Context: an optimization exercise on an open-source flow, tuned for small area and few clock cycles per item. The choices shown serve that exercise and are no tape-out recipe. Only simulation tests tie the RTL to the original design; equivalence was not proved.

==> flow/design.v (outline; a module is shown in full before it is edited, if it fits) <==
// module escc_sum_q: 174 lines
// module escc_sum_r: 79 lines
// module escc_sum_q4: 33 lines
// module escc_sum_days: 135 lines
// module escc_sum_sod: 79 lines
// module escc_sum_r4: 86 lines
// module escc_sum_hh: 19 lines
// module escc_sum_rs: 45 lines
// module escc_sum_tot: 197 lines
// module escc_sum_min: 41 lines
// module escc_dpath: 183 lines
// module epoch_seconds_calendar_converter: 57 lines
module epoch_seconds_calendar_converter (
  input  logic        clk,
  input  logic        rst_n,
  input  logic        in_valid,
  output logic        in_ready,
  input  logic        in_op,
  input  logic [31:0] in_epoch_seconds,
  input  logic [7:0]  in_year,
  input  logic [3:0]  in_month,
  input  logic [4:0]  in_day,
  input  logic [4:0]  in_hour,
  input  logic [5:0]  in_minute,
  input  logic [5:0]  in_second,
  output logic        out_valid,
  input  logic        out_ready,
  output logic [31:0] res_seconds,
  output logic [7:0]  res_year,
  output logic [3:0]  res_month,
  output logic [4:0]  res_day,
  output logic [4:0]  res_hour,
  output logic [5:0]  res_minute,
  output logic [5:0]  res_second,
  output logic [1:0]  status
);
  // ...
==> flow/flow/run.sh <==
#!/bin/bash
# The standard layout (bash standard.sh) with these changes:
#  - synthesis skips the ABC pass inside Yosys's generic synth script (SYNTH_ARGS=-noabc),
#    so the full adders that extract_fa finds keep the polarity the RTL gives them
#    (the final technology mapping by ABC still runs);
#  - the port buffers that global placement inserts are sky130_fd_sc_hd__buf_1;
#  - clock tree synthesis uses sky130_fd_sc_hd__clkbuf_8 and adds no dummy loads.
# Each step's full output goes to its own log file here; ORFS keeps its per-step logs
# under orfs/logs/.
set -euo pipefail
export BUFFER_PORTS_ARGS="-buffer_cell sky130_fd_sc_hd__buf_1"
export CTS_ARGS="-sink_clustering_enable -repair_clock_nets -buf_list sky130_fd_sc_hd__clkbuf_8 -dont_use_dummy_load"
bash standard.sh "SYNTH_ARGS=-noabc" synth > synth.log 2>&1
bash standard.sh "SYNTH_ARGS=-noabc" "BUFFER_PORTS_ARGS=$BUFFER_PORTS_ARGS" "CTS_ARGS=$CTS_ARGS" \
  finish > layout.log 2>&1
==> flow/standard.sh <==
#!/bin/bash
# synth_recipe.tcl (not shown) runs the flow's synth.tcl, then flattens the netlist and writes it again
# the make line also repeats each setting of config.mk as NAME=value (left out here)
make -C /OpenROAD-flow-scripts/flow DESIGN_CONFIG=/design/flow/config.mk WORK_HOME=/design/flow/orfs CLKGATE_MAP_FILE= SYNTH_SCRIPT=/design/flow/synth_recipe.tcl "${@:-finish}"
==> flow/config.mk <==
export PLATFORM = sky130hd
export DESIGN_NAME = epoch_seconds_calendar_converter
export DESIGN_NICKNAME = epoch_seconds_calendar_converter
export VERILOG_FILES = /design/flow/design.v
export SDC_FILE = /design/flow/constraint.sdc
export NUM_CORES = 4
export LEC_CHECK = 0
export CAP_MARGIN = 20
export CORE_MARGIN = 2
export CORE_UTILIZATION = 40
export CTS_BUF_LIST = sky130_fd_sc_hd__clkbuf_8
export SLEW_MARGIN = 20
==> flow/constraint.sdc <==
create_clock -name core_clock -period 8.0 [get_ports {clk}]
set_input_delay 1.6000 -clock core_clock [delete_from_list [all_inputs] [get_ports {clk}]]
set_output_delay 1.6000 -clock core_clock [all_outputs]
set_load 0.01 [all_outputs]
==> out/results.txt, run 1 <==
Worst Hold Class = reg2reg
# hold bufs at CTS = 0
Initial DRC Count = 453
Status = complete, no violations
Largest net degree at the start of global routing = 75
Critical path data arrival time = 7.89 ns
Remaining DRCs = 0
Yosys reg bits = 113
Non-CTS inverters = 264
Via Count = 10.1k
Number of tapcells = 525
Port bufs = 140
# fillers = 3810
Avg Vias per Cell = 4.84
Syn_nets = 1939
WS Path Type = in2reg
Critical Path End Type = flip-flop
Part of the Yosys area used for sequential elements = 0.209
Hold Crit Depth = 2
FP Rows = 73
Largest area contributor in the netlist = fa_1
Number of cells on the critical path = 23
Final Instance Area = 17500 um^2
Slew headroom = 0.378
Layer with the highest usage = met2
Vias in the first global route = 11.4k
Top reg by flops = u_dp.r2
Hold Crit Endpoint = valid_r[2]
End of the critical path = u_dp.r1[18]
Testbench counts, summed over its fixed seeds: cycles 3,224, items 3,200.
==> module escc_sum_r, before the edit <==
module escc_sum_r (
  input  logic [10:0] a,
  input  logic [10:0] q,
  output logic [10:0] s
);
  wire w1 = q[1] ^ q[0] ^ ~a[0];
  wire w2 = (q[1] & q[0]) | (q[1] & ~a[0]) | (q[0] & ~a[0]);
  wire w3 = ~a[2] ^ q[2] ^ q[1];
  wire w4 = (~a[2] & q[2]) | (~a[2] & q[1]) | (q[2] & q[1]);
  wire w5 = ~a[1] ^ w2 ^ w3;
  wire w6 = (~a[1] & w2) | (~a[1] & w3) | (w2 & w3);
  wire w7 = ~a[3] ^ q[3] ^ q[2];
  wire w8 = (~a[3] & q[3]) | (~a[3] & q[2]) | (q[3] & q[2]);
  wire w9 = w4 ^ w7 ^ w6;
  wire w10 = (w4 & w7) | (w4 & w6) | (w7 & w6);
  wire w11 = ~a[4] ^ q[4] ^ q[3];
  wire w12 = (~a[4] & q[4]) | (~a[4] & q[3]) | (q[4] & q[3]);
  wire w13 = w8 ^ w11 ^ w10;
  wire w14 = (w8 & w11) | (w8 & w10) | (w11 & w10);
  wire w15 = q[5] ^ q[4] ^ q[0];
  wire w16 = (q[5] & q[4]) | (q[5] & q[0]) | (q[4] & q[0]);
  wire w17 = a[5] ^ w12 ^ w15;
  wire w18 = (a[5] & w12) | (a[5] & w15) | (w12 & w15);
  wire w19 = ~a[6] ^ q[6] ^ q[5];
  wire w20 = (~a[6] & q[6]) | (~a[6] & q[5]) | (q[6] & q[5]);
  wire w21 = q[1] ^ ~a[5] ^ w16;
  wire w22 = (q[1] & ~a[5]) | (q[1] & w16) | (~a[5] & w16);
  wire w23 = w19 ^ w18 ^ w21;
  wire w24 = (w19 & w18) | (w19 & w21) | (w18 & w21);
  wire w25 = q[7] ^ q[6] ^ q[2];
  wire w26 = (q[7] & q[6]) | (q[7] & q[2]) | (q[6] & q[2]);
  wire w27 = q[0] ^ a[7] ^ w20;
  wire w28 = (q[0] & a[7]) | (q[0] & w20) | (a[7] & w20);
  wire w29 = w25 ^ w22 ^ w27;
  wire w30 = (w25 & w22) | (w25 & w27) | (w22 & w27);
  wire w31 = ~a[8] ^ q[8] ^ q[7];
  wire w32 = (~a[8] & q[8]) | (~a[8] & q[7]) | (q[8] & q[7]);
  wire w33 = q[3] ^ q[1] ^ ~a[7];
  wire w34 = (q[3] & q[1]) | (q[3] & ~a[7]) | (q[1] & ~a[7]);
  wire w35 = w26 ^ w31 ^ w33;
  wire w36 = (w26 & w31) | (w26 & w33) | (w31 & w33);
  wire w37 = w28 ^ w35 ^ w30;
  wire w38 = (w28 & w35) | (w28 & w30) | (w35 & w30);
  wire w39 = q[9] ^ q[8] ^ q[4];
  wire w40 = (q[9] & q[8]) | (q[9] & q[4]) | (q[8] & q[4]);
  wire w41 = q[2] ^ q[0] ^ a[9];
  wire w42 = (q[2] & q[0]) | (q[2] & a[9]) | (q[0] & a[9]);
  wire w43 = w32 ^ w34 ^ w39;
  wire w44 = (w32 & w34) | (w32 & w39) | (w34 & w39);
  wire w45 = w41 ^ w36 ^ w43;
  wire w46 = (w41 & w36) | (w41 & w43) | (w36 & w43);
  wire w47 = ~a[10] ^ q[10] ^ q[9];
  wire w48 = q[5] ^ q[3] ^ q[1];
  wire w49 = ~a[9] ^ w40 ^ w42;
  wire w50 = w47 ^ w48 ^ w44;
  wire w51 = w49 ^ w46 ^ w50;
  wire w52 = q[0] ^ a[0];
  wire w53 = q[0] | a[0];
  wire w54 = a[1] ^ w1 ^ w53;
  wire w55 = (a[1] & w1) | (a[1] & w53) | (w1 & w53);
  wire w56 = w5 ^ w55;
  wire w57 = w5 | w55;
  wire w58 = w9 ^ w57;
  wire w59 = w9 | w57;
  wire w60 = w13 ^ w59;
  wire w61 = w13 | w59;
  wire w62 = w14 ^ w17 ^ w61;
  wire w63 = (w14 & w17) | (w14 & w61) | (w17 & w61);
  wire w64 = w23 ^ w63;
  wire w65 = w23 | w63;
  wire w66 = w24 ^ w29 ^ w65;
  wire w67 = (w24 & w29) | (w24 & w65) | (w29 & w65);
  wire w68 = w37 ^ w67;
  wire w69 = w37 | w67;
  wire w70 = w38 ^ w45 ^ w69;
  wire w71 = (w38 & w45) | (w38 & w69) | (w45 & w69);
  wire w72 = w51 ^ w71;
  assign s = {w72, ~w70, w68, ~w66, w64, ~w62, w60, w58, w56, ~w54, w52};
endmodule
==> module escc_sum_q4, before the edit <==
module escc_sum_q4 (
  input  logic [15:0] q,
  output logic [7:0] s
);
  wire w1 = ~q[10] ^ q[12] ^ q[9];
  wire w2 = (~q[10] & q[12]) | (~q[10] & q[9]) | (q[12] & q[9]);
  wire w3 = q[10] ^ q[11] ^ ~q[13];
  wire w4 = (q[10] & q[11]) | (q[10] & ~q[13]) | (q[11] & ~q[13]);
  wire w5 = q[9] ^ ~w2 ^ w3;
  wire w6 = (q[9] & ~w2) | (q[9] & w3) | (~w2 & w3);
  wire w7 = q[11] ^ q[12] ^ ~q[14];
  wire w8 = (q[11] & q[12]) | (q[11] & ~q[14]) | (q[12] & ~q[14]);
  wire w9 = w4 ^ w7 ^ w6;
  wire w10 = (w4 & w7) | (w4 & w6) | (w7 & w6);
  wire w11 = q[12] ^ q[13] ^ ~q[15];
  wire w12 = (q[12] & q[13]) | (q[12] & ~q[15]) | (q[13] & ~q[15]);
  wire w13 = w8 ^ w11 ^ w10;
  wire w14 = (w8 & w11) | (w8 & w10) | (w11 & w10);
  wire w15 = q[14] ^ ~q[13] ^ w12;
  wire w16 = (q[14] & ~q[13]) | (q[14] & w12) | (~q[13] & w12);
  wire w17 = q[15] ^ q[13] ^ ~q[14];
  wire w18 = (q[15] & q[13]) | (q[15] & ~q[14]) | (q[13] & ~q[14]);
  wire w19 = q[14] ^ ~q[15] ^ w18;
  wire w20 = (q[14] & ~q[15]) | (q[14] & w18) | (~q[15] & w18);
  wire w21 = w14 ^ w15;
  wire w22 = w14 & w15;
  wire w23 = w16 ^ w17 ^ w22;
  wire w24 = (w16 & w17) | (w16 & w22) | (w17 & w22);
  wire w25 = w19 ^ w24;
  wire w26 = w19 & w24;
  wire w27 = w20 ^ ~q[15] ^ w26;
  assign s = {w27, w25, w23, w21, w13, w9, w5, ~w1};
endmodule
==> module escc_sum_rs, before the edit <==
module escc_sum_rs (
  input  logic [12:0] x,
  input  logic [5:0] h,
  output logic [12:0] s
);
  wire w1 = x[5] ^ ~h[1] ^ x[4];
  wire w2 = (x[5] & ~h[1]) | (x[5] & x[4]) | (~h[1] & x[4]);
  wire w3 = x[6] ^ ~h[2] ^ w2;
  wire w4 = (x[6] & ~h[2]) | (x[6] & w2) | (~h[2] & w2);
  wire w5 = x[7] ^ ~h[3] ^ w4;
  wire w6 = (x[7] & ~h[3]) | (x[7] & w4) | (~h[3] & w4);
  wire w7 = x[8] ^ ~h[4] ^ w6;
  wire w8 = (x[8] & ~h[4]) | (x[8] & w6) | (~h[4] & w6);
  wire w9 = h[5] ^ h[0] ^ x[9];
  wire w10 = (h[5] & h[0]) | (h[5] & x[9]) | (h[0] & x[9]);
  wire w11 = ~x[10] ^ h[1] ^ h[0];
  wire w12 = (~x[10] & h[1]) | (~x[10] & h[0]) | (h[1] & h[0]);
  wire w13 = ~x[9] ^ w10 ^ w11;
  wire w14 = (~x[9] & w10) | (~x[9] & w11) | (w10 & w11);
  wire w15 = h[2] ^ h[1] ^ h[0];
  wire w16 = (h[2] & h[1]) | (h[2] & h[0]) | (h[1] & h[0]);
  wire w17 = x[11] ^ w12 ^ w15;
  wire w18 = (x[11] & w12) | (x[11] & w15) | (w12 & w15);
  wire w19 = ~x[12] ^ h[3] ^ h[2];
  wire w20 = h[1] ^ ~x[11] ^ w16;
  wire w21 = w19 ^ w18 ^ w20;
  wire w22 = h[0] ^ x[4];
  wire w23 = h[0] | x[4];
  wire w24 = w1 ^ w23;
  wire w25 = w1 & ~w23;
  wire w26 = w3 ^ w25;
  wire w27 = w3 & w25;
  wire w28 = w5 ^ w27;
  wire w29 = w5 & w27;
  wire w30 = w7 ^ w29;
  wire w31 = w7 & w29;
  wire w32 = w8 ^ ~w9 ^ w31;
  wire w33 = (w8 & ~w9) | (w8 & w31) | (~w9 & w31);
  wire w34 = w13 ^ w33;
  wire w35 = ~w13 & w33;
  wire w36 = w14 ^ w17 ^ ~w35;
  wire w37 = (w14 & w17) | (w14 & ~w35) | (w17 & ~w35);
  wire w38 = w21 ^ w37;
  assign s = {w38, ~w36, ~w34, w32, w30, w28, w26, ~w24, w22, x[3], x[2], x[1], x[0]};
endmodule
==> inputs of run 2 (changes only) <==
--- a/flow/design.v
+++ b/flow/design.v
@@ -34,173 +34,150 @@
   input  logic [24:0] a,
-  output logic [19:0] s
+  output logic [18:0] s
 );
-  wire w1 = a[6] ^ ~a[8] ^ a[13];
-  wire w2 = (a[6] & ~a[8]) | (a[6] & a[13]) | (~a[8] & a[13]);
-  wire w3 = a[17] ^ a[18] ^ ~a[21];
-  wire w4 = (a[17] & a[18]) | (a[17] & ~a[21]) | (a[18] & ~a[21]);
-  wire w5 = a[7] ^ ~a[9] ^ a[14];
-  wire w6 = (a[7] & ~a[9]) | (a[7] & a[14]) | (~a[9] & a[14]);
-  wire w7 = a[18] ^ a[19] ^ ~a[22];
-  wire w8 = (a[18] & a[19]) | (a[18] & ~a[22]) | (a[19] & ~a[22]);
-  wire w9 = w2 ^ w4 ^ w5;
-  wire w10 = (w2 & w4) | (w2 & w5) | (w4 & w5);
-  wire w11 = a[8] ^ ~a[10] ^ a[15];
-  wire w12 = (a[8] & ~a[10]) | (a[8] & a[15]) | (~a[10] & a[15]);
-  wire w13 = a[19] ^ a[20] ^ ~a[23];
-  wire w14 = (a[19] & a[20]) | (a[19] & ~a[23]) | (a[20] & ~a[23]);
-  wire w15 = w6 ^ w8 ^ w11;
-  wire w16 = (w6 & w8) | (w6 & w11) | (w8 & w11);
-  wire w17 = w13 ^ w10 ^ w15;
-  wire w18 = (w13 & w10) | (w13 & w15) | (w10 & w15);
-  wire w19 = a[9] ^ ~a[11] ^ a[16];
-  wire w20 = (a[9] & ~a[11]) | (a[9] & a[16]) | (~a[11] & a[16]);
-  wire w21 = a[20] ^ a[21] ^ ~a[24];
-  wire w22 = (a[20] & a[21]) | (a[20] & ~a[24]) | (a[21] & ~a[24]);
-  wire w23 = w12 ^ w14 ^ w19;
-  wire w24 = (w12 & w14) | (w12 & w19) | (w14 & w19);
-  wire w25 = w21 ^ w16 ^ w23;
-  wire w26 = (w21 & w16) | (w21 & w23) | (w16 & w23);
-  wire w27 = ~a[12] ^ a[17] ^ a[21];
-  wire w28 = (~a[12] & a[17]) | (~a[12] & a[21]) | (a[17] & a[21]);
-  wire w29 = a[22] ^ ~a[10] ^ w20;
-  wire w30 = (a[22] & ~a[10]) | (a[22] & w20) | (~a[10] & w20);
-  wire w31 = w22 ^ w27 ^ w24;
-  wire w32 = (w22 & w27) | (w22 & w24) | (w27 & w24);
-  wire w33 = w29 ^ w26 ^ w31;
-  wire w34 = (w29 & w26) | (w29 & w31) | (w26 & w31);
-  wire w35 = ~a[13] ^ a[18] ^ a[22];
-  wire w36 = (~a[13] & a[18]) | (~a[13] & a[22]) | (a[18] & a[22]);
-  wire w37 = a[23] ^ a[10] ^ ~a[11];
-  wire w38 = (a[23] & a[10]) | (a[23] & ~a[11]) | (a[10] & ~a[11]);
-  wire w39 = w28 ^ w35 ^ w37;
-  wire w40 = (w28 & w35) | (w28 & w37) | (w35 & w37);
-  wire w41 = w30 ^ w39 ^ w32;
-  wire w42 = (w30 & w39) | (w30 & w32) | (w39 & w32);
-  wire w43 = ~a[14] ^ a[19] ^ a[23];
-  wire w44 = (~a[14] & a[19]) | (~a[14] & a[23]) | (a[19] & a[23]);
-  wire w45 = a[24] ^ a[11] ^ ~a[12];
-  wire w46 = (a[24] & a[11]) | (a[24] & ~a[12]) | (a[11] & ~a[12]);
-  wire w47 = w36 ^ w38 ^ w43;
-  wire w48 = (w36 & w38) | (w36 & w43) | (w38 & w43);
-  wire w49 = w45 ^ w40 ^ w47;
-  wire w50 = (w45 & w40) | (w45 & w47) | (w40 & w47);
-  wire w51 = ~a[15] ^ a[20] ^ a[24];
-  wire w52 = (~a[15] & a[20]) | (~a[15] & a[24]) | (a[20] & a[24]);
-  wire w53 = a[12] ^ ~a[13] ^ w44;
-  wire w54 = (a[12] & ~a[13]) | (a[12] & w44) | (~a[13] & w44);
-  wire w55 = w46 ^ w51 ^ w48;
-  wire w56 = (w46 & w51) | (w46 & w48) | (w51 & w48);
-  wire w57 = w53 ^ w50 ^ w55;
-  wire w58 = (w53 & w50) | (w53 & w55) | (w50 & w55);
-  wire w59 = ~a[16] ^ a[21] ^ a[13];
-  wire w60 = (~a[16] & a[21]) | (~a[16] & a[13]) | (a[21] & a[13]);
-  wire w61 = ~a[14] ^ w52 ^ w59;
-  wire w62 = (~a[14] & w52) | (~a[14] & w59) | (w52 & w59);
-  wire w63 = w54 ^ w61 ^ w56;
-  wire w64 = (w54 & w61) | (w54 & w56) | (w61 & w56);
-  wire w65 = ~a[17] ^ a[22] ^ a[14];
-  wire w66 = (~a[17] & a[22]) | (~a[17] & a[14]) | (a[22] & a[14]);
-  wire w67 = ~a[15] ^ w60 ^ w65;
-  wire w68 = (~a[15] & w60) | (~a[15] & w65) | (w60 & w65);
-  wire w69 = w62 ^ w67 ^ w64;
-  wire w70 = (w62 & w67) | (w62 & w64) | (w67 & w64);
-  wire w71 = ~a[18] ^ a[23] ^ a[15];
-  wire w72 = (~a[18] & a[23]) | (~a[18] & a[15]) | (a[23] & a[15]);
-  wire w73 = ~a[16] ^ w66 ^ w71;
-  wire w74 = (~a[16] & w66) | (~a[16] & w71) | (w66 & w71);
-  wire w75 = w68 ^ w73 ^ w70;
-  wire w76 = (w68 & w73) | (w68 & w70) | (w73 & w70);
-  wire w77 = ~a[19] ^ a[24] ^ a[16];
-  wire w78 = (~a[19] & a[24]) | (~a[19] & a[16]) | (a[24] & a[16]);
-  wire w79 = ~a[17] ^ w72 ^ w77;
-  wire w80 = (~a[17] & w72) | (~a[17] & w77) | (w72 & w77);
-  wire w81 = w74 ^ w79 ^ w76;
-  wire w82 = (w74 & w79) | (w74 & w76) | (w79 & w76);
-  wire w83 = a[20] ^ ~a[17] ^ a[18];
-  wire w84 = (a[20] & ~a[17]) | (a[20] & a[18]) | (~a[17] & a[18]);
-  wire w85 = w78 ^ ~w83 ^ w80;
-  wire w86 = (w78 & ~w83) | (w78 & w80) | (~w83 & w80);
-  wire w87 = a[21] ^ ~a[18] ^ a[19];
-  wire w88 = (a[21] & ~a[18]) | (a[21] & a[19]) | (~a[18] & a[19]);
-  wire w89 = w84 ^ w87 ^ ~w86;
-  wire w90 = (w84 & w87) | (w84 & ~w86) | (w87 & ~w86);
-  wire w91 = a[22] ^ ~a[19] ^ a[20];
-  wire w92 = (a[22] & ~a[19]) | (a[22] & a[20]) | (~a[19] & a[20]);
-  wire w93 = w88 ^ w91 ^ w90;
-  wire w94 = (w88 & w91) | (w88 & w90) | (w91 & w90);
-  wire w95 = a[23] ^ ~a[20] ^ a[21];
-  wire w96 = (a[23] & ~a[20]) | (a[23] & a[21]) | (~a[20] & a[21]);
-  wire w97 = w92 ^ w95 ^ w94;
-  wire w98 = (w92 & w95) | (w92 & w94) | (w95 & w94);
-  wire w99 = a[24] ^ ~a[21] ^ a[22];
-  wire w100 = (a[24] & ~a[21]) | (a[24] & a[22]) | (~a[21] & a[22]);
-  wire w101 = w96 ^ w99 ^ w98;
-  wire w102 = (w96 & w99) | (w96 & w98) | (w99 & w98);
-  wire w103 = a[23] ^ a[22] ^ ~w100;
-  wire w104 = (a[23] & a[22]) | (a[23] & ~w100) | (a[22] & ~w100);
-  wire w105 = w1 ^ w3;
-  wire w106 = w1 & w3;
-  wire w107 = w7 ^ w9 ^ w106;
-  wire w108 = (w7 & w9) | (w7 & w106) | (w9 & w106);
-  wire w109 = w17 ^ w108;
-  wire w110 = w17 & w108;
-  wire w111 = w18 ^ w25 ^ w110;
-  wire w112 = (w18 & w25) | (w18 & w110) | (w25 & w110);
-  wire w113 = w33 ^ w112;
-  wire w114 = w33 & w112;
-  wire w115 = w34 ^ w41 ^ w114;
-  wire w116 = (w34 & w41) | (w34 & w114) | (w41 & w114);
-  wire w117 = w42 ^ w49 ^ w116;
-  wire w118 = (w42 & w49) | (w42 & w116) | (w49 & w116);
-  wire w119 = w57 ^ w118;
-  wire w120 = w57 & w118;
-  wire w121 = w58 ^ w63 ^ w120;
-  wire w122 = (w58 & w63) | (w58 & w120) | (w63 & w120);
-  wire w123 = w69 ^ w122;
-  wire w124 = w69 & w122;
-  wire w125 = w82 ^ w85;
-  wire w126 = w82 & w85;
-  wire w127 = w89 ^ w126;
-  wire w128 = ~w89 & w126;
-  wire w129 = w93 ^ w128;
-  wire w130 = ~w93 & w128;
-  wire w131 = w97 ^ w130;
-  wire w132 = ~w97 & w130;
-  wire w133 = w101 ^ w132;
-  wire w134 = ~w101 & w132;
-  wire w135 = ~w102 ^ w103 ^ w134;
-  wire w136 = (~w102 & w103) | (~w102 & w134) | (w103 & w134);
-  wire w137 = w104 ^ ~a[24] ^ w136;
-  wire w138 = (w104 & ~a[24]) | (w104 & w136) | (~a[24] & w136);
-  wire w139 = a[24] ^ w138;
-  wire w140 = w75 ^ 1'b1;
-  wire w141 = w75 & 1'b1;
-  wire w142 = w81 ^ w141;
-  wire w143 = w81 & w141;
-  wire w144 = w82 ^ w85 ^ w143;
-  wire w145 = (w82 & w85) | (w82 & w143) | (w85 & w143);
-  wire w146 = w89 ^ w145;
-  wire w147 = ~w89 & w145;
-  wire w148 = w93 ^ w147;
-  wire w149 = ~w93 & w147;
-  wire w150 = w97 ^ w149;
-  wire w151 = ~w97 & w149;
-  wire w152 = w101 ^ w151;
-  wire w153 = ~w101 & w151;
-  wire w154 = ~w102 ^ w103 ^ w153;
-  wire w155 = (~w102 & w103) | (~w102 & w153) | (w103 & w153);
-  wire w156 = w104 ^ ~a[24] ^ w155;
-  wire w157 = (w104 & ~a[24]) | (w104 & w155) | (~a[24] & w155);
-  wire w158 = a[24] ^ w157;
-  wire w159 = (w140 & w124) | (w75 & ~w124);
-  wire w160 = (w142 & w124) | (w81 & ~w124);
-  wire w161 = (w144 & w124) | (w125 & ~w124);
-  wire w162 = (~w146 & w124) | (~w127 & ~w124);
-  wire w163 = (~w148 & w124) | (~w129 & ~w124);
-  wire w164 = (~w150 & w124) | (~w131 & ~w124);
-  wire w165 = (~w152 & w124) | (~w133 & ~w124);
-  wire w166 = (w154 & w124) | (w135 & ~w124);
-  wire w167 = (w156 & w124) | (w137 & ~w124);
-  wire w168 = (~w158 & w124) | (~w139 & ~w124);
-  assign s = {w168, w167, w166, w165, w164, w163, w162, w161, w160, w159, w123, w121, w119, w117, w115, w113, w111, w109, w107, w105};
+  wire w1 = a[7] ^ a[8] ^ a[13];
+  wire w2 = (a[7] & a[8]) | (a[7] & a[13]) | (a[8] & a[13]);
+  wire w3 = a[17] ^ a[19] ^ a[20];
+  wire w4 = (a[17] & a[19]) | (a[17] & a[20]) | (a[19] & a[20]);
+  wire w5 = a[21] ^ w1 ^ w3;
+  wire w6 = (a[21] & w1) | (a[21] & w3) | (w1 & w3);
+  wire w7 = a[8] ^ a[9] ^ a[14];
+  wire w8 = (a[8] & a[9]) | (a[8] & a[14]) | (a[9] & a[14]);
+  wire w9 = a[18] ^ a[20] ^ a[21];
+  wire w10 = (a[18] & a[20]) | (a[18] & a[21]) | (a[20] & a[21]);
+  wire w11 = a[22] ^ w2 ^ w4;
+  wire w12 = (a[22] & w2) | (a[22] & w4) | (w2 & w4);
+  wire w13 = w7 ^ w9 ^ w6;
+  wire w14 = (w7 & w9) | (w7 & w6) | (w9 & w6);
+  wire w15 = a[9] ^ a[10] ^ a[15];
+  wire w16 = (a[9] & a[10]) | (a[9] & a[15]) | (a[10] & a[15]);
+  wire w17 = a[19] ^ a[21] ^ a[22];
+  wire w18 = (a[19] & a[21]) | (a[19] & a[22]) | (a[21] & a[22]);
+  wire w19 = a[23] ^ w8 ^ w10;
+  wire w20 = (a[23] & w8) | (a[23] & w10) | (w8 & w10);
+  wire w21 = w15 ^ w17 ^ w12;
+  wire w22 = (w15 & w17) | (w15 & w12) | (w17 & w12);
+  wire w23 = w19 ^ w14 ^ w21;
+  wire w24 = (w19 & w14) | (w19 & w21) | (w14 & w21);
+  wire w25 = a[10] ^ a[11] ^ a[16];
+  wire w26 = (a[10] & a[11]) | (a[10] & a[16]) | (a[11] & a[16]);
+  wire w27 = a[20] ^ a[22] ^ a[23];
+  wire w28 = (a[20] & a[22]) | (a[20] & a[23]) | (a[22] & a[23]);
+  wire w29 = a[24] ^ w16 ^ w18;
+  wire w30 = (a[24] & w16) | (a[24] & w18) | (w16 & w18);
+  wire w31 = w25 ^ w27 ^ w20;
+  wire w32 = (w25 & w27) | (w25 & w20) | (w27 & w20);
+  wire w33 = w29 ^ w22 ^ w31;
+  wire w34 = (w29 & w22) | (w29 & w31) | (w22 & w31);
+  wire w35 = a[11] ^ a[12] ^ a[17];
+  wire w36 = (a[11] & a[12]) | (a[11] & a[17]) | (a[12] & a[17]);
+  wire w37 = a[21] ^ a[23] ^ a[24];
+  wire w38 = (a[21] & a[23]) | (a[21] & a[24]) | (a[23] & a[24]);
+  wire w39 = w26 ^ w28 ^ w35;
+  wire w40 = (w26 & w28) | (w26 & w35) | (w28 & w35);
+  wire w41 = w37 ^ w30 ^ w39;
+  wire w42 = (w37 & w30) | (w37 & w39) | (w30 & w39);
+  wire w43 = w32 ^ w41 ^ w34;
+  wire w44 = (w32 & w41) | (w32 & w34) | (w41 & w34);
+  wire w45 = a[12] ^ a[13] ^ a[18];
+  wire w46 = (a[12] & a[13]) | (a[12] & a[18]) | (a[13] & a[18]);
+  wire w47 = a[22] ^ a[24] ^ w36;
+  wire w48 = (a[22] & a[24]) | (a[22] & w36) | (a[24] & w36);
+  wire w49 = w38 ^ w45 ^ w40;
+  wire w50 = (w38 & w45) | (w38 & w40) | (w45 & w40);
+  wire w51 = w47 ^ w42 ^ w49;
+  wire w52 = (w47 & w42) | (w47 & w49) | (w42 & w49);
+  wire w53 = a[13] ^ a[14] ^ a[19];
+  wire w54 = (a[13] & a[14]) | (a[13] & a[19]) | (a[14] & a[19]);
+  wire w55 = a[23] ^ w46 ^ w53;
+  wire w56 = (a[23] & w46) | (a[23] & w53) | (w46 & w53);
+  wire w57 = w48 ^ w55 ^ w50;
+  wire w58 = (w48 & w55) | (w48 & w50) | (w55 & w50);
+  wire w59 = a[14] ^ a[15] ^ a[20];
+  wire w60 = (a[14] & a[15]) | (a[14] & a[20]) | (a[15] & a[20]);
+  wire w61 = a[24] ^ w54 ^ w59;
+  wire w62 = (a[24] & w54) | (a[24] & w59) | (w54 & w59);
+  wire w63 = w56 ^ w61 ^ w58;
+  wire w64 = (w56 & w61) | (w56 & w58) | (w61 & w58);
+  wire w65 = a[15] ^ a[16] ^ a[21];
+  wire w66 = (a[15] & a[16]) | (a[15] & a[21]) | (a[16] & a[21]);
+  wire w67 = w60 ^ w65 ^ w62;
+  wire w68 = (w60 & w65) | (w60 & w62) | (w65 & w62);
+  wire w69 = a[16] ^ a[17] ^ a[22];
+  wire w70 = (a[16] & a[17]) | (a[16] & a[22]) | (a[17] & a[22]);
+  wire w71 = w66 ^ w69 ^ w68;
+  wire w72 = (w66 & w69) | (w66 & w68) | (w69 & w68);
+  wire w73 = a[17] ^ a[18] ^ a[23];
+  wire w74 = (a[17] & a[18]) | (a[17] & a[23]) | (a[18] & a[23]);
+  wire w75 = w70 ^ w73 ^ w72;
+  wire w76 = (w70 & w73) | (w70 & w72) | (w73 & w72);
+  wire w77 = a[18] ^ a[19] ^ a[24];
+  wire w78 = (a[18] & a[19]) | (a[18] & a[24]) | (a[19] & a[24]);
+  wire w79 = w74 ^ w77 ^ w76;
+  wire w80 = (w74 & w77) | (w74 & w76) | (w77 & w76);
+  wire w81 = a[19] ^ a[20] ^ w78;
+  wire w82 = (a[19] & a[20]) | (a[19] & w78) | (a[20] & w78);
+  wire w83 = a[20] ^ a[21] ^ w82;
+  wire w84 = (a[20] & a[21]) | (a[20] & w82) | (a[21] & w82);
+  wire w85 = a[21] ^ a[22] ^ w84;
+  wire w86 = (a[21] & a[22]) | (a[21] & w84) | (a[22] & w84);
+  wire w87 = a[22] ^ a[23] ^ w86;
+  wire w88 = (a[22] & a[23]) | (a[22] & w86) | (a[23] & w86);
+  wire w89 = a[23] ^ a[24] ^ w88;
+  wire w90 = (a[23] & a[24]) | (a[23] & w88) | (a[24] & w88);
+  wire w91 = w11 ^ w13;
+  wire w92 = w11 & w13;
+  wire w93 = w23 ^ w92;
+  wire w94 = w23 & w92;
+  wire w95 = w24 ^ w33 ^ w94;
+  wire w96 = (w24 & w33) | (w24 & w94) | (w33 & w94);
+  wire w97 = w43 ^ w96;
+  wire w98 = w43 & w96;
+  wire w99 = w44 ^ w51 ^ w98;
+  wire w100 = (w44 & w51) | (w44 & w98) | (w51 & w98);
+  wire w101 = w52 ^ w57 ^ w100;
+  wire w102 = (w52 & w57) | (w52 & w100) | (w57 & w100);
+  wire w103 = w63 ^ w102;
+  wire w104 = w63 & w102;
+  wire w105 = w64 ^ w67 ^ w104;
+  wire w106 = (w64 & w67) | (w64 & w104) | (w67 & w104);
+  wire w107 = w71 ^ w106;
+  wire w108 = w71 & w106;
+  wire w109 = w80 ^ w81;
+  wire w110 = w80 & w81;
+  wire w111 = w83 ^ w110;
+  wire w112 = w83 & w110;
+  wire w113 = w85 ^ w112;
+  wire w114 = w85 & w112;
+  wire w115 = w87 ^ w114;
+  wire w116 = w87 & w114;
+  wire w117 = w89 ^ w116;
+  wire w118 = w89 & w116;
+  wire w119 = a[24] ^ w90 ^ w118;
+  wire w120 = (a[24] & w90) | (a[24] & w118) | (w90 & w118);
+  wire w121 = w75 ^ 1'b1;
+  wire w122 = w75 & 1'b1;
+  wire w123 = w79 ^ w122;
+  wire w124 = w79 & w122;
+  wire w125 = w80 ^ w81 ^ w124;
+  wire w126 = (w80 & w81) | (w80 & w124) | (w81 & w124);
+  wire w127 = w83 ^ w126;
+  wire w128 = w83 & w126;
+  wire w129 = w85 ^ w128;
+  wire w130 = w85 & w128;
+  wire w131 = w87 ^ w130;
+  wire w132 = w87 & w130;
+  wire w133 = w89 ^ w132;
+  wire w134 = w89 & w132;
+  wire w135 = a[24] ^ w90 ^ w134;
+  wire w136 = (a[24] & w90) | (a[24] & w134) | (w90 & w134);
+  wire w137 = (w121 & w108) | (w75 & ~w108);
+  wire w138 = (w123 & w108) | (w79 & ~w108);
+  wire w139 = (w125 & w108) | (w109 & ~w108);
+  wire w140 = (w127 & w108) | (w111 & ~w108);
+  wire w141 = (w129 & w108) | (w113 & ~w108);
+  wire w142 = (w131 & w108) | (w115 & ~w108);
+  wire w143 = (w133 & w108) | (w117 & ~w108);
+  wire w144 = (w135 & w108) | (w119 & ~w108);
+  wire w145 = (w136 & w108) | (w120 & ~w108);
+  assign s = {w145, w144, w143, w142, w141, w140, w139, w138, w137, w107, w105, w103, w101, w99, w97, w95, w93, w91, w5};
 endmodule
@@ -208,39 +185,39 @@
   input  logic [10:0] a,
-  input  logic [10:0] q,
+  input  logic [10:0] nq,
   output logic [10:0] s
 );
-  wire w1 = q[1] ^ q[0] ^ ~a[0];
-  wire w2 = (q[1] & q[0]) | (q[1] & ~a[0]) | (q[0] & ~a[0]);
-  wire w3 = ~a[2] ^ q[2] ^ q[1];
-  wire w4 = (~a[2] & q[2]) | (~a[2] & q[1]) | (q[2] & q[1]);
-  wire w5 = ~a[1] ^ w2 ^ w3;
-  wire w6 = (~a[1] & w2) | (~a[1] & w3) | (w2 & w3);
-  wire w7 = ~a[3] ^ q[3] ^ q[2];
-  wire w8 = (~a[3] & q[3]) | (~a[3] & q[2]) | (q[3] & q[2]);
+  wire w1 = nq[1] ^ nq[0] ^ a[0];
+  wire w2 = (nq[1] & nq[0]) | (nq[1] & a[0]) | (nq[0] & a[0]);
+  wire w3 = a[2] ^ nq[2] ^ nq[1];
+  wire w4 = (a[2] & nq[2]) | (a[2] & nq[1]) | (nq[2] & nq[1]);
+  wire w5 = a[1] ^ w2 ^ w3;
+  wire w6 = (a[1] & w2) | (a[1] & w3) | (w2 & w3);
+  wire w7 = a[3] ^ nq[3] ^ nq[2];
+  wire w8 = (a[3] & nq[3]) | (a[3] & nq[2]) | (nq[3] & nq[2]);
   wire w9 = w4 ^ w7 ^ w6;
   wire w10 = (w4 & w7) | (w4 & w6) | (w7 & w6);
-  wire w11 = ~a[4] ^ q[4] ^ q[3];
-  wire w12 = (~a[4] & q[4]) | (~a[4] & q[3]) | (q[4] & q[3]);
+  wire w11 = a[4] ^ nq[4] ^ nq[3];
+  wire w12 = (a[4] & nq[4]) | (a[4] & nq[3]) | (nq[4] & nq[3]);
   wire w13 = w8 ^ w11 ^ w10;
   wire w14 = (w8 & w11) | (w8 & w10) | (w11 & w10);
-  wire w15 = q[5] ^ q[4] ^ q[0];
-  wire w16 = (q[5] & q[4]) | (q[5] & q[0]) | (q[4] & q[0]);
-  wire w17 = a[5] ^ w12 ^ w15;
-  wire w18 = (a[5] & w12) | (a[5] & w15) | (w12 & w15);
-  wire w19 = ~a[6] ^ q[6] ^ q[5];
-  wire w20 = (~a[6] & q[6]) | (~a[6] & q[5]) | (q[6] & q[5]);
-  wire w21 = q[1] ^ ~a[5] ^ w16;
-  wire w22 = (q[1] & ~a[5]) | (q[1] & w16) | (~a[5] & w16);
+  wire w15 = nq[5] ^ nq[4] ^ nq[0];
+  wire w16 = (nq[5] & nq[4]) | (nq[5] & nq[0]) | (nq[4] & nq[0]);
+  wire w17 = ~a[5] ^ w12 ^ w15;
+  wire w18 = (~a[5] & w12) | (~a[5] & w15) | (w12 & w15);
+  wire w19 = a[6] ^ nq[6] ^ nq[5];
+  wire w20 = (a[6] & nq[6]) | (a[6] & nq[5]) | (nq[6] & nq[5]);
+  wire w21 = nq[1] ^ a[5] ^ w16;
+  wire w22 = (nq[1] & a[5]) | (nq[1] & w16) | (a[5] & w16);
   wire w23 = w19 ^ w18 ^ w21;
   wire w24 = (w19 & w18) | (w19 & w21) | (w18 & w21);
-  wire w25 = q[7] ^ q[6] ^ q[2];
-  wire w26 = (q[7] & q[6]) | (q[7] & q[2]) | (q[6] & q[2]);
-  wire w27 = q[0] ^ a[7] ^ w20;
-  wire w28 = (q[0] & a[7]) | (q[0] & w20) | (a[7] & w20);
+  wire w25 = nq[7] ^ nq[6] ^ nq[2];
+  wire w26 = (nq[7] & nq[6]) | (nq[7] & nq[2]) | (nq[6] & nq[2]);
+  wire w27 = nq[0] ^ ~a[7] ^ w20;
+  wire w28 = (nq[0] & ~a[7]) | (nq[0] & w20) | (~a[7] & w20);
   wire w29 = w25 ^ w22 ^ w27;
   wire w30 = (w25 & w22) | (w25 & w27) | (w22 & w27);
-  wire w31 = ~a[8] ^ q[8] ^ q[7];
-  wire w32 = (~a[8] & q[8]) | (~a[8] & q[7]) | (q[8] & q[7]);
-  wire w33 = q[3] ^ q[1] ^ ~a[7];
-  wire w34 = (q[3] & q[1]) | (q[3] & ~a[7]) | (q[1] & ~a[7]);
+  wire w31 = a[8] ^ nq[8] ^ nq[7];
+  wire w32 = (a[8] & nq[8]) | (a[8] & nq[7]) | (nq[8] & nq[7]);
+  wire w33 = nq[3] ^ nq[1] ^ a[7];
+  wire w34 = (nq[3] & nq[1]) | (nq[3] & a[7]) | (nq[1] & a[7]);
   wire w35 = w26 ^ w31 ^ w33;
@@ -249,6 +226,6 @@
   wire w38 = (w28 & w35) | (w28 & w30) | (w35 & w30);
-  wire w39 = q[9] ^ q[8] ^ q[4];
-  wire w40 = (q[9] & q[8]) | (q[9] & q[4]) | (q[8] & q[4]);
-  wire w41 = q[2] ^ q[0] ^ a[9];
-  wire w42 = (q[2] & q[0]) | (q[2] & a[9]) | (q[0] & a[9]);
+  wire w39 = nq[9] ^ nq[8] ^ nq[4];
+  wire w40 = (nq[9] & nq[8]) | (nq[9] & nq[4]) | (nq[8] & nq[4]);
+  wire w41 = nq[2] ^ nq[0] ^ ~a[9];
+  wire w42 = (nq[2] & nq[0]) | (nq[2] & ~a[9]) | (nq[0] & ~a[9]);
   wire w43 = w32 ^ w34 ^ w39;
@@ -257,17 +234,17 @@
   wire w46 = (w41 & w36) | (w41 & w43) | (w36 & w43);
-  wire w47 = ~a[10] ^ q[10] ^ q[9];
-  wire w48 = q[5] ^ q[3] ^ q[1];
-  wire w49 = ~a[9] ^ w40 ^ w42;
+  wire w47 = a[10] ^ nq[10] ^ nq[9];
+  wire w48 = nq[5] ^ nq[3] ^ nq[1];
+  wire w49 = a[9] ^ w40 ^ w42;
   wire w50 = w47 ^ w48 ^ w44;
   wire w51 = w49 ^ w46 ^ w50;
-  wire w52 = q[0] ^ a[0];
-  wire w53 = q[0] | a[0];
-  wire w54 = a[1] ^ w1 ^ w53;
-  wire w55 = (a[1] & w1) | (a[1] & w53) | (w1 & w53);
+  wire w52 = nq[0] ^ a[0];
+  wire w53 = nq[0] & ~a[0];
+  wire w54 = ~a[1] ^ w1 ^ w53;
+  wire w55 = (~a[1] & w1) | (~a[1] & w53) | (w1 & w53);
   wire w56 = w5 ^ w55;
-  wire w57 = w5 | w55;
+  wire w57 = w5 & w55;
   wire w58 = w9 ^ w57;
-  wire w59 = w9 | w57;
+  wire w59 = w9 & w57;
   wire w60 = w13 ^ w59;
-  wire w61 = w13 | w59;
+  wire w61 = w13 & w59;
   wire w62 = w14 ^ w17 ^ w61;
@@ -275,3 +252,3 @@
   wire w64 = w23 ^ w63;
-  wire w65 = w23 | w63;
+  wire w65 = w23 & w63;
   wire w66 = w24 ^ w29 ^ w65;
@@ -279,3 +256,3 @@
   wire w68 = w37 ^ w67;
-  wire w69 = w37 | w67;
+  wire w69 = w37 & w67;
   wire w70 = w38 ^ w45 ^ w69;
@@ -283,36 +260,34 @@
   wire w72 = w51 ^ w71;
-  assign s = {w72, ~w70, w68, ~w66, w64, ~w62, w60, w58, w56, ~w54, w52};
+  assign s = {w72, w70, w68, w66, w64, w62, w60, w58, w56, w54, ~w52};
 endmodule
 module escc_sum_q4 (
-  input  logic [15:0] q,
+  input  logic [15:0] nq,
   output logic [7:0] s
 );
-  wire w1 = ~q[10] ^ q[12] ^ q[9];
-  wire w2 = (~q[10] & q[12]) | (~q[10] & q[9]) | (q[12] & q[9]);
-  wire w3 = q[10] ^ q[11] ^ ~q[13];
-  wire w4 = (q[10] & q[11]) | (q[10] & ~q[13]) | (q[11] & ~q[13]);
-  wire w5 = q[9] ^ ~w2 ^ w3;
-  wire w6 = (q[9] & ~w2) | (q[9] & w3) | (~w2 & w3);
-  wire w7 = q[11] ^ q[12] ^ ~q[14];
-  wire w8 = (q[11] & q[12]) | (q[11] & ~q[14]) | (q[12] & ~q[14]);
+  wire w1 = ~nq[10] ^ nq[12] ^ nq[9];
+  wire w2 = (~nq[10] & nq[12]) | (~nq[10] & nq[9]) | (nq[12] & nq[9]);
+  wire w3 = nq[10] ^ nq[11] ^ ~nq[13];
+  wire w4 = (nq[10] & nq[11]) | (nq[10] & ~nq[13]) | (nq[11] & ~nq[13]);
+  wire w5 = nq[9] ^ ~w2 ^ w3;
+  wire w6 = (nq[9] & ~w2) | (nq[9] & w3) | (~w2 & w3);
+  wire w7 = nq[11] ^ nq[12] ^ ~nq[14];
+  wire w8 = (nq[11] & nq[12]) | (nq[11] & ~nq[14]) | (nq[12] & ~nq[14]);
   wire w9 = w4 ^ w7 ^ w6;
   wire w10 = (w4 & w7) | (w4 & w6) | (w7 & w6);
-  wire w11 = q[12] ^ q[13] ^ ~q[15];
-  wire w12 = (q[12] & q[13]) | (q[12] & ~q[15]) | (q[13] & ~q[15]);
+  wire w11 = nq[12] ^ nq[13] ^ ~nq[15];
+  wire w12 = (nq[12] & nq[13]) | (nq[12] & ~nq[15]) | (nq[13] & ~nq[15]);
   wire w13 = w8 ^ w11 ^ w10;
   wire w14 = (w8 & w11) | (w8 & w10) | (w11 & w10);
-  wire w15 = q[14] ^ ~q[13] ^ w12;
-  wire w16 = (q[14] & ~q[13]) | (q[14] & w12) | (~q[13] & w12);
-  wire w17 = q[15] ^ q[13] ^ ~q[14];
-  wire w18 = (q[15] & q[13]) | (q[15] & ~q[14]) | (q[13] & ~q[14]);
-  wire w19 = q[14] ^ ~q[15] ^ w18;
-  wire w20 = (q[14] & ~q[15]) | (q[14] & w18) | (~q[15] & w18);
-  wire w21 = w14 ^ w15;
-  wire w22 = w14 & w15;
-  wire w23 = w16 ^ w17 ^ w22;
-  wire w24 = (w16 & w17) | (w16 & w22) | (w17 & w22);
-  wire w25 = w19 ^ w24;
-  wire w26 = w19 & w24;
-  wire w27 = w20 ^ ~q[15] ^ w26;
-  assign s = {w27, w25, w23, w21, w13, w9, w5, ~w1};
+  wire w15 = nq[13] ^ nq[14] ^ w12;
+  wire w16 = (nq[13] & nq[14]) | (nq[13] & w12) | (nq[14] & w12);
+  wire w17 = nq[14] ^ nq[15] ^ w16;
+  wire w18 = (nq[14] & nq[15]) | (nq[14] & w16) | (nq[15] & w16);
+  wire w19 = w14 ^ w15;
+  wire w20 = w14 & w15;
+  wire w21 = w17 ^ w20;
+  wire w22 = w17 & w20;
+  wire w23 = w18 ^ ~nq[15] ^ w22;
+  wire w24 = (w18 & ~nq[15]) | (w18 & w22) | (~nq[15] & w22);
+  wire w25 = nq[15] ^ w24;
+  assign s = {w25, w23, w21, w19, w13, w9, w5, ~w1};
 endmodule
@@ -534,3 +509,3 @@
   input  logic [11:0] q,
-  input  logic [5:0] q4,
+  input  logic [5:0] nq4,
   input  logic [0:0] e,
@@ -538,34 +513,34 @@
 );
-  wire w1 = q[0] ^ e[0] ^ ~q4[0];
-  wire w2 = (q[0] & e[0]) | (q[0] & ~q4[0]) | (e[0] & ~q4[0]);
-  wire w3 = q4[1] ^ q[1] ^ ~w2;
-  wire w4 = (q4[1] & q[1]) | (q4[1] & ~w2) | (q[1] & ~w2);
-  wire w5 = ~q[2] ^ q4[2] ^ q4[0];
-  wire w6 = (~q[2] & q4[2]) | (~q[2] & q4[0]) | (q4[2] & q4[0]);
-  wire w7 = ~q[1] ^ w5 ^ w4;
-  wire w8 = (~q[1] & w5) | (~q[1] & w4) | (w5 & w4);
-  wire w9 = ~q[3] ^ q4[3] ^ q4[1];
-  wire w10 = (~q[3] & q4[3]) | (~q[3] & q4[1]) | (q4[3] & q4[1]);
+  wire w1 = q[0] ^ e[0] ^ nq4[0];
+  wire w2 = (q[0] & e[0]) | (q[0] & nq4[0]) | (e[0] & nq4[0]);
+  wire w3 = nq4[1] ^ ~q[1] ^ w2;
+  wire w4 = (nq4[1] & ~q[1]) | (nq4[1] & w2) | (~q[1] & w2);
+  wire w5 = q[2] ^ nq4[2] ^ nq4[0];
+  wire w6 = (q[2] & nq4[2]) | (q[2] & nq4[0]) | (nq4[2] & nq4[0]);
+  wire w7 = q[1] ^ w5 ^ w4;
+  wire w8 = (q[1] & w5) | (q[1] & w4) | (w5 & w4);
+  wire w9 = q[3] ^ nq4[3] ^ nq4[1];
+  wire w10 = (q[3] & nq4[3]) | (q[3] & nq4[1]) | (nq4[3] & nq4[1]);
   wire w11 = w6 ^ w9 ^ w8;
   wire w12 = (w6 & w9) | (w6 & w8) | (w9 & w8);
-  wire w13 = ~q[4] ^ q4[4] ^ q4[2];
-  wire w14 = (~q[4] & q4[4]) | (~q[4] & q4[2]) | (q4[4] & q4[2]);
-  wire w15 = q4[0] ^ w10 ^ w13;
-  wire w16 = (q4[0] & w10) | (q4[0] & w13) | (w10 & w13);
-  wire w17 = q4[5] ^ q4[3] ^ q4[1];
-  wire w18 = (q4[5] & q4[3]) | (q4[5] & q4[1]) | (q4[3] & q4[1]);
-  wire w19 = q4[0] ^ q[5] ^ w14;
-  wire w20 = (q4[0] & q[5]) | (q4[0] & w14) | (q[5] & w14);
+  wire w13 = q[4] ^ nq4[4] ^ nq4[2];
+  wire w14 = (q[4] & nq4[4]) | (q[4] & nq4[2]) | (nq4[4] & nq4[2]);
+  wire w15 = nq4[0] ^ w10 ^ w13;
+  wire w16 = (nq4[0] & w10) | (nq4[0] & w13) | (w10 & w13);
+  wire w17 = nq4[5] ^ nq4[3] ^ nq4[1];
+  wire w18 = (nq4[5] & nq4[3]) | (nq4[5] & nq4[1]) | (nq4[3] & nq4[1]);
+  wire w19 = nq4[0] ^ ~q[5] ^ w14;
+  wire w20 = (nq4[0] & ~q[5]) | (nq4[0] & w14) | (~q[5] & w14);
   wire w21 = w17 ^ w16 ^ w19;
   wire w22 = (w17 & w16) | (w17 & w19) | (w16 & w19);
-  wire w23 = q4[4] ^ q4[2] ^ q4[1];
-  wire w24 = (q4[4] & q4[2]) | (q4[4] & q4[1]) | (q4[2] & q4[1]);
-  wire w25 = ~q[5] ^ q[6] ^ w18;
-  wire w26 = (~q[5] & q[6]) | (~q[5] & w18) | (q[6] & w18);
+  wire w23 = nq4[4] ^ nq4[2] ^ nq4[1];
+  wire w24 = (nq4[4] & nq4[2]) | (nq4[4] & nq4[1]) | (nq4[2] & nq4[1]);
+  wire w25 = q[5] ^ ~q[6] ^ w18;
+  wire w26 = (q[5] & ~q[6]) | (q[5] & w18) | (~q[6] & w18);
   wire w27 = w23 ^ w20 ^ w25;
   wire w28 = (w23 & w20) | (w23 & w25) | (w20 & w25);
-  wire w29 = q4[5] ^ q4[3] ^ q4[2];
-  wire w30 = (q4[5] & q4[3]) | (q4[5] & q4[2]) | (q4[3] & q4[2]);
-  wire w31 = q4[0] ^ ~q[6] ^ q[7];
-  wire w32 = (q4[0] & ~q[6]) | (q4[0] & q[7]) | (~q[6] & q[7]);
+  wire w29 = nq4[5] ^ nq4[3] ^ nq4[2];
+  wire w30 = (nq4[5] & nq4[3]) | (nq4[5] & nq4[2]) | (nq4[3] & nq4[2]);
+  wire w31 = nq4[0] ^ q[6] ^ ~q[7];
+  wire w32 = (nq4[0] & q[6]) | (nq4[0] & ~q[7]) | (q[6] & ~q[7]);
   wire w33 = w24 ^ w29 ^ w31;
@@ -574,6 +549,6 @@
   wire w36 = (w26 & w33) | (w26 & w28) | (w33 & w28);
-  wire w37 = q4[4] ^ q4[3] ^ q4[1];
-  wire w38 = (q4[4] & q4[3]) | (q4[4] & q4[1]) | (q4[3] & q4[1]);
-  wire w39 = q4[0] ^ ~q[7] ^ q[8];
-  wire w40 = (q4[0] & ~q[7]) | (q4[0] & q[8]) | (~q[7] & q[8]);
+  wire w37 = nq4[4] ^ nq4[3] ^ nq4[1];
+  wire w38 = (nq4[4] & nq4[3]) | (nq4[4] & nq4[1]) | (nq4[3] & nq4[1]);
+  wire w39 = nq4[0] ^ q[7] ^ ~q[8];
+  wire w40 = (nq4[0] & q[7]) | (nq4[0] & ~q[8]) | (q[7] & ~q[8]);
   wire w41 = w30 ^ w32 ^ w37;
@@ -582,6 +557,6 @@
   wire w44 = (w39 & w34) | (w39 & w41) | (w34 & w41);
-  wire w45 = ~q[9] ^ q4[5] ^ q4[4];
-  wire w46 = (~q[9] & q4[5]) | (~q[9] & q4[4]) | (q4[5] & q4[4]);
-  wire w47 = q4[2] ^ q4[1] ^ ~q[8];
-  wire w48 = (q4[2] & q4[1]) | (q4[2] & ~q[8]) | (q4[1] & ~q[8]);
+  wire w45 = q[9] ^ nq4[5] ^ nq4[4];
+  wire w46 = (q[9] & nq4[5]) | (q[9] & nq4[4]) | (nq4[5] & nq4[4]);
+  wire w47 = nq4[2] ^ nq4[1] ^ q[8];
+  wire w48 = (nq4[2] & nq4[1]) | (nq4[2] & q[8]) | (nq4[1] & q[8]);
   wire w49 = w38 ^ w40 ^ w45;
@@ -590,6 +565,6 @@
   wire w52 = (w47 & w42) | (w47 & w49) | (w42 & w49);
-  wire w53 = ~q[10] ^ q4[5] ^ q4[3];
-  wire w54 = (~q[10] & q4[5]) | (~q[10] & q4[3]) | (q4[5] & q4[3]);
-  wire w55 = q4[2] ^ q4[0] ^ w46;
-  wire w56 = (q4[2] & q4[0]) | (q4[2] & w46) | (q4[0] & w46);
+  wire w53 = q[10] ^ nq4[5] ^ nq4[3];
+  wire w54 = (q[10] & nq4[5]) | (q[10] & nq4[3]) | (nq4[5] & nq4[3]);
+  wire w55 = nq4[2] ^ nq4[0] ^ w46;
+  wire w56 = (nq4[2] & nq4[0]) | (nq4[2] & w46) | (nq4[0] & w46);
   wire w57 = w48 ^ w53 ^ w50;
@@ -598,9 +573,9 @@
   wire w60 = (w55 & w52) | (w55 & w57) | (w52 & w57);
-  wire w61 = q4[4] ^ q4[3] ^ q4[1];
-  wire w62 = q[11] ^ w54 ^ w61;
+  wire w61 = nq4[4] ^ nq4[3] ^ nq4[1];
+  wire w62 = ~q[11] ^ w54 ^ w61;
   wire w63 = w56 ^ w62 ^ w58;
   wire w64 = w12 ^ w15;
-  wire w65 = w12 | w15;
+  wire w65 = w12 & w15;
   wire w66 = w21 ^ w65;
-  wire w67 = w21 | w65;
+  wire w67 = w21 & w65;
   wire w68 = w22 ^ w27 ^ w67;
@@ -608,3 +583,3 @@
   wire w70 = w35 ^ w69;
-  wire w71 = w35 | w69;
+  wire w71 = w35 & w69;
   wire w72 = w36 ^ w43 ^ w71;
@@ -614,5 +589,5 @@
   wire w76 = w59 ^ w75;
-  wire w77 = w59 | w75;
+  wire w77 = w59 & w75;
   wire w78 = w60 ^ w63 ^ w77;
-  assign s = {~w78, w76, ~w74, ~w72, w70, ~w68, w66, w64, ~w11, ~w7, ~w3, w1};
+  assign s = {w78, w76, w74, w72, w70, w68, w66, w64, w11, w7, w3, w1};
 endmodule
@@ -642,41 +617,30 @@
 );
-  wire w1 = x[5] ^ ~h[1] ^ x[4];
-  wire w2 = (x[5] & ~h[1]) | (x[5] & x[4]) | (~h[1] & x[4]);
-  wire w3 = x[6] ^ ~h[2] ^ w2;
-  wire w4 = (x[6] & ~h[2]) | (x[6] & w2) | (~h[2] & w2);
-  wire w5 = x[7] ^ ~h[3] ^ w4;
-  wire w6 = (x[7] & ~h[3]) | (x[7] & w4) | (~h[3] & w4);
-  wire w7 = x[8] ^ ~h[4] ^ w6;
-  wire w8 = (x[8] & ~h[4]) | (x[8] & w6) | (~h[4] & w6);
-  wire w9 = h[5] ^ h[0] ^ x[9];
-  wire w10 = (h[5] & h[0]) | (h[5] & x[9]) | (h[0] & x[9]);
-  wire w11 = ~x[10] ^ h[1] ^ h[0];
-  wire w12 = (~x[10] & h[1]) | (~x[10] & h[0]) | (h[1] & h[0]);
-  wire w13 = ~x[9] ^ w10 ^ w11;
-  wire w14 = (~x[9] & w10) | (~x[9] & w11) | (w10 & w11);
-  wire w15 = h[2] ^ h[1] ^ h[0];
-  wire w16 = (h[2] & h[1]) | (h[2] & h[0]) | (h[1] & h[0]);
-  wire w17 = x[11] ^ w12 ^ w15;
-  wire w18 = (x[11] & w12) | (x[11] & w15) | (w12 & w15);
-  wire w19 = ~x[12] ^ h[3] ^ h[2];
-  wire w20 = h[1] ^ ~x[11] ^ w16;
-  wire w21 = w19 ^ w18 ^ w20;
-  wire w22 = h[0] ^ x[4];
-  wire w23 = h[0] | x[4];
-  wire w24 = w1 ^ w23;
-  wire w25 = w1 & ~w23;
-  wire w26 = w3 ^ w25;
-  wire w27 = w3 & w25;
-  wire w28 = w5 ^ w27;
-  wire w29 = w5 & w27;
-  wire w30 = w7 ^ w29;
-  wire w31 = w7 & w29;
-  wire w32 = w8 ^ ~w9 ^ w31;
-  wire w33 = (w8 & ~w9) | (w8 & w31) | (~w9 & w31);
-  wire w34 = w13 ^ w33;
-  wire w35 = ~w13 & w33;
-  wire w36 = w14 ^ w17 ^ ~w35;
-  wire w37 = (w14 & w17) | (w14 & ~w35) | (w17 & ~w35);
-  wire w38 = w21 ^ w37;
-  assign s = {w38, ~w36, ~w34, w32, w30, w28, w26, ~w24, w22, x[3], x[2], x[1], x[0]};
+  wire w1 = ~x[9] ^ h[5] ^ h[0];
+  wire w2 = (~x[9] & h[5]) | (~x[9] & h[0]) | (h[5] & h[0]);
+  wire w3 = ~x[10] ^ h[1] ^ h[0];
+  wire w4 = (~x[10] & h[1]) | (~x[10] & h[0]) | (h[1] & h[0]);
+  wire w5 = ~x[11] ^ h[2] ^ h[1];
+  wire w6 = (~x[11] & h[2]) | (~x[11] & h[1]) | (h[2] & h[1]);
+  wire w7 = h[0] ^ w4 ^ w5;
+  wire w8 = (h[0] & w4) | (h[0] & w5) | (w4 & w5);
+  wire w9 = ~x[12] ^ h[3] ^ h[2];
+  wire w10 = h[1] ^ w6 ^ w9;
+  wire w11 = x[4] ^ h[0];
+  wire w12 = ~x[4] & h[0];
+  wire w13 = ~x[5] ^ h[1] ^ w12;
+  wire w14 = (~x[5] & h[1]) | (~x[5] & w12) | (h[1] & w12);
+  wire w15 = ~x[6] ^ h[2] ^ w14;
+  wire w16 = (~x[6] & h[2]) | (~x[6] & w14) | (h[2] & w14);
+  wire w17 = ~x[7] ^ h[3] ^ w16;
+  wire w18 = (~x[7] & h[3]) | (~x[7] & w16) | (h[3] & w16);
+  wire w19 = ~x[8] ^ h[4] ^ w18;
+  wire w20 = (~x[8] & h[4]) | (~x[8] & w18) | (h[4] & w18);
+  wire w21 = w1 ^ w20;
+  wire w22 = w1 & w20;
+  wire w23 = w2 ^ w3 ^ w22;
+  wire w24 = (w2 & w3) | (w2 & w22) | (w3 & w22);
+  wire w25 = w7 ^ w24;
+  wire w26 = w7 & w24;
+  wire w27 = w8 ^ w10 ^ w26;
+  assign s = {w27, w25, w23, w21, w19, w17, w15, w13, ~w11, ~x[3], ~x[2], ~x[1], ~x[0]};
 endmodule
@@ -941,3 +905,3 @@
   logic [24:0] a;
-  logic [19:0] qs;
+  logic [18:0] qs;
   logic [15:0] q_a;
@@ -946,3 +910,3 @@
   escc_sum_q u_q (.a(a), .s(qs));
-  assign q_a = qs[19] ? 16'd0 : qs[18:3];    
+  assign q_a = qs[18:3];
   logic feb, short_m;
@@ -962,6 +926,6 @@
       r1    <= op ? {year, month, day, hour, minute, second}
-                  : {q_a, epoch_seconds[17:0]};
+                  : {~q_a, epoch_seconds[17:0]};
     end
   end
-  logic [15:0] q_b;
+  logic [15:0] q_b, nq_b;    
   logic [10:0] alo_b;
@@ -971,10 +935,11 @@
   logic [7:0]  q4s;
-  logic [5:0]  q4_b;
-  assign q_b   = r1[33:18];
+  logic [5:0]  nq4_b;
+  assign nq_b  = r1[33:18];
+  assign q_b   = ~nq_b;
   assign alo_b = r1[17:7];
   assign lo_b  = r1[6:0];
-  escc_sum_r u_r (.a(alo_b), .q(q_b[10:0]), .s(rest_b));
+  escc_sum_r u_r (.a(alo_b), .nq(nq_b[10:0]), .s(rest_b));
   assign e_b = (rest_b >= 11'd675);
-  escc_sum_q4 u_q4 (.q(q_b), .s(q4s));
-  assign q4_b = q4s[7:2];
+  escc_sum_q4 u_q4 (.nq(nq_b), .s(q4s));
+  assign nq4_b = q4s[7:2];
   logic [7:0]  y_b;
@@ -993,3 +958,3 @@
   logic [36:0] r2, r2_op0;
-  assign r2_op0 = {q_b[11:0], q4_b, rest_b, lo_b, e_b};
+  assign r2_op0 = {q_b[11:0], nq4_b, rest_b, lo_b, e_b};
   always_ff @(posedge clk) begin
@@ -1001,3 +966,3 @@
   logic [11:0] q_c;
-  logic [5:0]  q4_c;
+  logic [5:0]  nq4_c;
   logic [10:0] rest_c;
@@ -1009,4 +974,4 @@
   logic [8:0]  doy_c;
-  assign {q_c, q4_c, rest_c, lo_c, e_c} = r2;
-  escc_sum_r4 u_r4 (.q(q_c), .q4(q4_c), .e(e_c), .s(r4));
+  assign {q_c, nq4_c, rest_c, lo_c, e_c} = r2;
+  escc_sum_r4 u_r4 (.q(q_c), .nq4(nq4_c), .e(e_c), .s(r4));
   always_comb begin
@@ -1024,3 +989,3 @@
   logic [5:0]  hh;
-  logic [12:0] rs;
+  logic [12:0] rs, nrs;
   logic        eh;
@@ -1030,3 +995,4 @@
   assign hh = hs[6:1];
-  escc_sum_rs u_rs (.x({rest_c[5:0], lo_c}), .h(hh), .s(rs));
+  escc_sum_rs u_rs (.x({rest_c[5:0], lo_c}), .h(hh), .s(nrs));
+  assign rs = ~nrs;
   assign eh     = (rs >= 13'd3600);
@@ -1044,3 +1010,3 @@
   logic [34:0] r3, r3_op0;
-  assign r3_op0 = {q4_c, cnt, doy_c, hour_c, rsec_c};
+  assign r3_op0 = {nq4_c, cnt, doy_c, hour_c, rsec_c};
   always_ff @(posedge clk) begin
@@ -1051,3 +1017,3 @@
   end
-  logic [5:0]  q4_d;
+  logic [5:0]  nq4_d;
   logic [2:0]  cnt_d;
@@ -1058,4 +1024,4 @@
   logic [11:0] rsec_d;
-  assign {q4_d, cnt_d, doy_d, hour_d, rsec_d} = r3;
-  assign yr_d   = {q4_d, 2'b00} + {5'd0, cnt_d} - 8'd1;
+  assign {nq4_d, cnt_d, doy_d, hour_d, rsec_d} = r3;
+  assign yr_d   = {~nq4_d, 2'b00} + {5'd0, cnt_d} - 8'd1;
   assign leap_d = (cnt_d[1:0] == 2'd3);
==> run 2 against run 1 <==
Against the previous run:
- still clean
- synthesized cell count fell by 9.3%
- final cell count is 6.8% lower
- clock skew fell by 0.0013 ns
- first-iteration DRC count shrank 2.6%
- register-to-register slack got worse by 0.16 ns
- critical path type is now reg2reg
- largest cell class unchanged
==> out/results.txt, run 2 <==
Post-synthesis cell area = 15300 um^2
Largest net degree at the start of global routing = 75 (unchanged)
Die ar. = 39900 um^2
Vias in the first global route = 10.3k (-9.3%)
Die height = 200 um
# hold bufs at CTS = 0 (unchanged)
Multi-input logic area = 11300 um^2
Slew Viols, Final = 0
CP Max Fanout = 11
Fin crit share = 0.951
Worst Hold Class = reg2reg
DP Cell Count = 1925
Max reg flops = 37
Width of the die = 200 um
All-Layer GR Usage = 0.168
Largest area contributor in the netlist = fa_1
Slew @ Worst Pin = 0.980 ns
Initial antenna violation count = 0
Crit-path slowest cell = fa_1
Max-capacitance violation count = 0
Ant. Diodes = 0
Final std cells w/o fill = 1949
Hpwl dp = 25.7 mm
Syn_nets = 1790 (-7.7%)
Via Count = 9579 (-5.4%)
Share of post-route cells with drive strength above 1 = 0.0737
Met1 usage = 0.227
Reg2reg start = u_dp.r1[22]
Slowest cell delay on critical path = 0.49 ns
Biggest regs = u_dp.r2 x37, u_dp.r3 x35, u_dp.r1 x34
Synthesized netlist cell count = 1293
Top reg by flops = u_dp.r2
Cell repeated most along the worst path = fa_1
# fillers = 3601 (-5.5%)
Routed len/inst = 15.9 um
Slew headroom = 0.345 (-0.0333)
Yosys reg bits = 113 (unchanged)
Critical Path End Type = flip-flop
WS Path Type = reg2reg
Async S/R FF share, synth = 0
Part of the Yosys area used for sequential elements = 0.220 (+0.0102)
Post-synth top flop = edfxtp_1
Nets = 1937
Starting density of the core = 0.407
Initial DRC Count = 441 (-2.6%)
DP Area = 16500 um^2
Final Instance Area = 16800 um^2 (-4.1%)
Critical path data arrival time = 7.78 ns (-0.11 ns)
Final setup skew = 0.0238 ns
Area contributors post-synth = fa_1, edfxtp_1, ha_1, inv_1, mux2_2
Cts bufs inserted = 17
Commonest non-fill, non-tap cell in the layout = fa_1
Status = complete, no violations
Avg Vias per Cell = 4.91 (+1.5%)
Remaining DRCs = 0 (unchanged)
GR met3 Demand/Resource = 0.0204
# H-tree levels = 4
Port bufs = 140 (unchanged)
Layer with the highest usage = met2
Startpoint types = flip-flop
Root buffer cell = clkbuf_8
Clock latency on the worst-skew pair = 0.44 ns
FP Rows = 71 (-2.7%)
Pre-antenna DRT Iters = 5
Area growth, synth to finish = 9.51%
==> run 2: area by class of cell <==
cell class | count | area share
tap | 511 | 0.0381
clock buffer | 17 | 0.0139
multi-input combinational | 990 | 0.671
timing repair buffer | 165 | 0.0426
inverter | 153 | 0.0342
sequential | 113 | 0.200
==> run 2: kinds of logic (layout without fill, tap and decap cells) <==
kind of cell | after synthesis | count (layout) | share of synthesized area
flip-flops | 113 | 113 | 0.220
adder cells (fa/ha/maj) | 427 | 427 | 0.487
multiplexers | 79 | 79 | 0.0557
XOR/XNOR | 70 | 70 | 0.0428
buffers and inverters | 190 | 335 | 0.0468
AND/OR/NAND/NOR | 247 | 247 | 0.0802
AO/OA/AOI/OAI | 167 | 167 | 0.0678
==> run 2: per-layer routing <==
metal | routed length [um] | part of all wire
met1 | 14200 | 0.46
met2 | 15500 | 0.50
met3 | 942 | 0.030
met4 | 231 | 0.0075
met5 | 0 | 0
==> run 2: final timing paths <==
kind	slack, ns	endpoint	depth (start not counted)
worst max-delay path	0.39	u_dp.r2[32]	26
worst min-delay path	0.46	valid_r[2]	2
worst max register to register	0.39	u_dp.r2[32]	26
worst min register to register	0.46	valid_r[2]	2
==> run 2: critical path: cells and delay by family (launching register included) <==
family                     cells  cell delay, ns
adders and majority gates     15            5.51
AOI/OAI and AO/OA              5            0.61
DFF                            1            0.47
and+or+nand+nor                3            0.34
muxes                          1            0.21
buffers and inverters          1            0.12
xor gates and xnor gates       1            0.09
==> run 2: what timing repair did <==
action | in CTS | in global routing
setup endpoints to repair | 0 | 1
resized for setup | 0 | 0
setup buffers | 0 | 7
==> run 2: metrics by stage <==
stage	utilization	hold WS (ns)
2_1_floorplan	-	0.434
3_3_place_gp	0.438	0.448
3_5_place_dp	0.438	0.461
4_1_cts	0.444	0.464
5_1_grt	0.445	0.526
6_report	0.445	0.457
Testbench counts of run 2, summed over its fixed seeds: cycles 3,224, items 3,200.

## afterwards: timing with drivers on the ports
The results above use ideal ports. As a check the final layouts listed here were re-extracted and re-timed, cells and wires unchanged.
Step 1 (the two cells are an assumption about what drives the block):
set clk [get_ports {clk}]
set_driving_cell -lib_cell sky130_fd_sc_hd__clkbuf_16 $clk
set_driving_cell -lib_cell sky130_fd_sc_hd__buf_2 [delete_from_list [all_inputs] $clk]
Step 2 also shifts input and output timing later by t, the mid clock arrival at the registers, as if the neighbouring blocks saw the same clock.
Three values: ideal ports, drivers, drivers and shift; two values: the first two.
| run | t, ns | setup WS [ns] | cell pins on the clock port's net |
|---|---|---|---|
| run 1 | 0.477 | 0.412 / 0.430 / -0.046 | 1 |
| run 2 | 0.474 | 0.392 / 0.392 / 0.392 | 1 |
Met with ideal ports but missed after step 2: setup timing in run 1. The setup slack of run 1, which loses most, moves by +0.018 ns with the drivers and by -0.458 ns with both steps.
